Context: an optimization exercise on an open-source flow, tuned for small area. The choices shown serve that exercise and are no tape-out recipe.
In this exercise RTL edits were held to simulation tests only and were not proved equivalent to the original.
Power is estimated from default activity; no workload was simulated.

## reg_file_bypass
module reg_file_bypass #(
  parameter int DATA_W   = 32,
  parameter int ADDR_W   = 5,
  parameter int ZERO_REG = 1,
  parameter int BYPASS   = 1
) (
  input  logic              clk,
  input  logic              reset,
  input  logic              REIn,
  input  logic [ADDR_W-1:0] A1In,
  input  logic [ADDR_W-1:0] A2In,
  input  logic [ADDR_W-1:0] A3In,
  input  logic [DATA_W-1:0] WD3In,
  input  logic              WE3,
  input  logic              PendSetIn,
  input  logic [ADDR_W-1:0] PendAIn,
  output logic [DATA_W-1:0] RD1Out,
  output logic [DATA_W-1:0] RD2Out,
  output logic              Busy1Out,
  output logic              Busy2Out
);
  localparam int DEPTH = 2 ** ADDR_W;
  localparam int NG    = 4;                
  localparam int GW    = DATA_W / NG;      
  localparam int NW    = 2;                
  localparam int WW    = DATA_W / NW;      
  localparam int NX    = 2;                
  localparam int XR    = DEPTH / NX;       
  logic [DATA_W-1:0] mem   [1:DEPTH-1];   
  logic [DATA_W-1:0] mem_d [1:DEPTH-1];
  logic              T;                   
  logic [DATA_W-1:0] wdx   [NX];          
  logic [DEPTH-1:1]  vld;                 
  logic [DEPTH-1:1]  d1, d2;              
  logic [DEPTH-1:1]  pend;
  logic [DEPTH-1:1]  wsel;                
  logic [DEPTH-1:1]  wrow  [NW];          
  logic [DEPTH-1:1]  nwrow [NW];
  logic [3:0]        wl, nwl;             
  logic [7:0]        wh, nwh;             
  logic [DEPTH-1:1]  pend_nx;
  logic [DEPTH-1:1]  s1 [NG];             
  logic [DEPTH-1:1]  s2 [NG];
  logic [3:0]        npl1 [NG];           
  logic [3:0]        npl2 [NG];           
  logic [1:0]        a1t, a1c, a2t, a2c;  
  logic [7:0]        ph1, ph2;            
  logic              hit1, hit2;
  logic              nhit1, nhit2, nre, z1, z2;
  logic [NG-1:0]     byp1, byp2, hold;
  logic [NG-1:0]     hit1g, hit2g;        
  logic              any1, any2;         
  logic              pa1, pa2;           
  logic [DATA_W-1:0] rr1, rr2;            
  logic [DATA_W-1:0] rr1_nx, rr2_nx;
  logic              tr1, tr2;            
  logic              tr1_nx, tr2_nx;
  logic              b1_nx, b2_nx;
  always_comb begin
    for (int j = 0; j < 4; j++) begin
  ...
Size in the first run: roughly 4200 cells after synthesis, roughly 1100 flip-flops, about 120 I/O pins, ~44000 um2 of cells after synthesis.
Settings: LEC_CHECK=0, CAP_MARGIN=20, CORE_MARGIN=2, CORE_UTILIZATION=55, GPL_TIMING_DRIVEN=0, SETUP_SLACK_MARGIN=0.5, SLEW_MARGIN=20, SYNTH_HIERARCHICAL=1, SYNTH_MINIMUM_KEEP_SIZE=0; clock period 4.0 ns.
standard.sh (not shown) runs the stock make flow with config.mk's settings and CLKGATE_MAP_FILE= SYNTH_SCRIPT=/design/flow/synth_recipe.tcl, a recipe that flattens the netlist after the stock synthesis.
==> flow/flow/run.sh <==
#!/bin/bash
# Own layout flow: the standard ORFS flow (standard.sh, which runs the
# standard synthesis unchanged), with
#  - port buffers from the smallest buffer cell,
#  - a clock tree from clkbuf_8 leaf buffers of up to 14 sinks each, without
#    dummy loads,

# make's full output goes to flow_make.log in the work folder; ORFS's own
# per-step logs stay under orfs/logs.
set -euo pipefail
export BUFFER_PORTS_ARGS="-buffer_cell sky130_fd_sc_hd__buf_1"
export CTS_ARGS="-sink_clustering_enable -repair_clock_nets -dont_use_dummy_load -buf_list {sky130_fd_sc_hd__clkbuf_8} -sink_clustering_size 14 -sink_clustering_max_diameter 80"

bash standard.sh finish > flow_make.log 2>&1
The first run passed the timing, design-rule and antenna checks.
Next try:
--- a/flow/flow/run.sh
+++ b/flow/flow/run.sh
@@ -5 +5 @@
-#  - a clock tree from clkbuf_8 leaf buffers of up to 14 sinks each, without
+#  - a clock tree from clkbuf_8 leaf buffers of up to 12 sinks each, without
@@ -12 +12 @@
-export CTS_ARGS="-sink_clustering_enable -repair_clock_nets -dont_use_dummy_load -buf_list {sky130_fd_sc_hd__clkbuf_8} -sink_clustering_size 14 -sink_clustering_max_diameter 80"
+export CTS_ARGS="-sink_clustering_enable -repair_clock_nets -dont_use_dummy_load -buf_list {sky130_fd_sc_hd__clkbuf_8} -sink_clustering_size 12 -sink_clustering_max_diameter 60"
--- a/flow/config.mk
+++ b/flow/config.mk
@@ -10 +10 @@
-export CORE_UTILIZATION = 55
+export CORE_UTILIZATION = 50
The new run ran to the end with no violations.
Fmax stays flat.
Sequential cell count does not change.
Power came out higher by 2.3%.

---

## P
reg_file_bypass again, from the RTL that the note above started with.
==> flow/config.mk <==
export PLATFORM = sky130hd
export DESIGN_NAME = reg_file_bypass
export DESIGN_NICKNAME = reg_file_bypass
export VERILOG_FILES = /design/flow/design.v
export SDC_FILE = /design/flow/constraint.sdc
export NUM_CORES = 4
export LEC_CHECK = 0
export CAP_MARGIN = 20
export CORE_MARGIN = 2
export CORE_UTILIZATION = 50
export GPL_TIMING_DRIVEN = 0
export SETUP_SLACK_MARGIN = 0.3
export SLEW_MARGIN = 20
export SYNTH_HIERARCHICAL = 1
export SYNTH_MINIMUM_KEEP_SIZE = 0
==> flow/constraint.sdc <==
create_clock -name core_clock -period 4.0 [get_ports {clk}]
set_input_delay 0.8000 -clock core_clock [delete_from_list [all_inputs] [get_ports {clk}]]
set_output_delay 0.8000 -clock core_clock [all_outputs]
set_load 0.01 [all_outputs]
==> flow/flow/run.sh <==
#!/bin/bash
# Own layout flow: the standard ORFS flow (standard.sh, which runs the
# standard synthesis unchanged), with
#  - port buffers from the smallest buffer cell,
#  - a clock tree from clkbuf_8 leaf buffers of up to 12 sinks each, without
#    dummy loads,

# make's full output goes to flow_make.log in the work folder; ORFS's own
# per-step logs stay under orfs/logs.
set -euo pipefail
export BUFFER_PORTS_ARGS="-buffer_cell sky130_fd_sc_hd__buf_1"
export CTS_ARGS="-sink_clustering_enable -repair_clock_nets -dont_use_dummy_load -buf_list {sky130_fd_sc_hd__clkbuf_8} -sink_clustering_size 12 -sink_clustering_max_diameter 60"

bash standard.sh finish > flow_make.log 2>&1
P -> stages 100% | layout checks FAIL | setup timing
What Q does differently from P at the input level:
- swapping 0.3 for 0.5 in SETUP_SLACK_MARGIN
==> flow/flow/run.sh <==
#!/bin/bash
# Own layout flow: the standard ORFS flow (standard.sh, which runs the
# standard synthesis unchanged), with
#  - port buffers from the smallest buffer cell,
#  - a clock tree from clkbuf_8 leaf buffers of up to 14 sinks each, without
#    dummy loads,

# make's full output goes to flow_make.log in the work folder; ORFS's own
# per-step logs stay under orfs/logs.
set -euo pipefail
export BUFFER_PORTS_ARGS="-buffer_cell sky130_fd_sc_hd__buf_1"
export CTS_ARGS="-sink_clustering_enable -repair_clock_nets -dont_use_dummy_load -buf_list {sky130_fd_sc_hd__clkbuf_8} -sink_clustering_size 14 -sink_clustering_max_diameter 80"

bash standard.sh finish > flow_make.log 2>&1
### Flow results
Across Q and P, a clean result was obtained everywhere but in P.
P finished every stage; the final checks, however, were not passed, the failures being setup timing.
Cmp Q vs P: highest net fanout along the worst path lower in Q
Total CTS buffers (P / Q): 1.20
Any difference in proportion of cell area occupied by registers between P and Q is small enough to ignore.
Looking at Q and P, the final design instance area without fill is a wash.
Diff P -> Q | clock power share | decrease of 1.4 points

[port drivers added, routing unchanged]
How much do the figures lean on ideal ports? The routed layouts below were timed once more, with nothing changed but the port constraints. Step 1, drivers: a clkbuf_16 drives clk and a buf_2 each remaining input, both assumed. Step 2, shift: input delay + t, output delay - t, t = (earliest + latest rising clock arrival at the registers) / 2. This alone moves slack from input paths to output paths. a / b / c = ideal ports / drivers / drivers and shift; a / b = the first two.
run | t, ns | slack for setup (ns) | worst register clock-pin slew, ns
the first run of note 1 | 0.816 | 0.310 / 0.301 / -0.515 | 0.11 / 0.11
the second run of note 1 | 0.856 | 0.311 / 0.369 / -0.487 | 0.10 / 0.10
P | 0.842 | -0.004 / 0.044 / -0.798 | 0.10 / 0.10
Q | 0.844 | 0.236 / 0.286 / -0.557 | 0.10 / 0.10
With both steps, setup timing fails in the first run of note 1, the second run of note 1 and Q, where it was met with ideal ports. The setup slack of the first run of note 1, which loses most, moves by -0.009 ns with the drivers and by -0.825 ns with both steps.
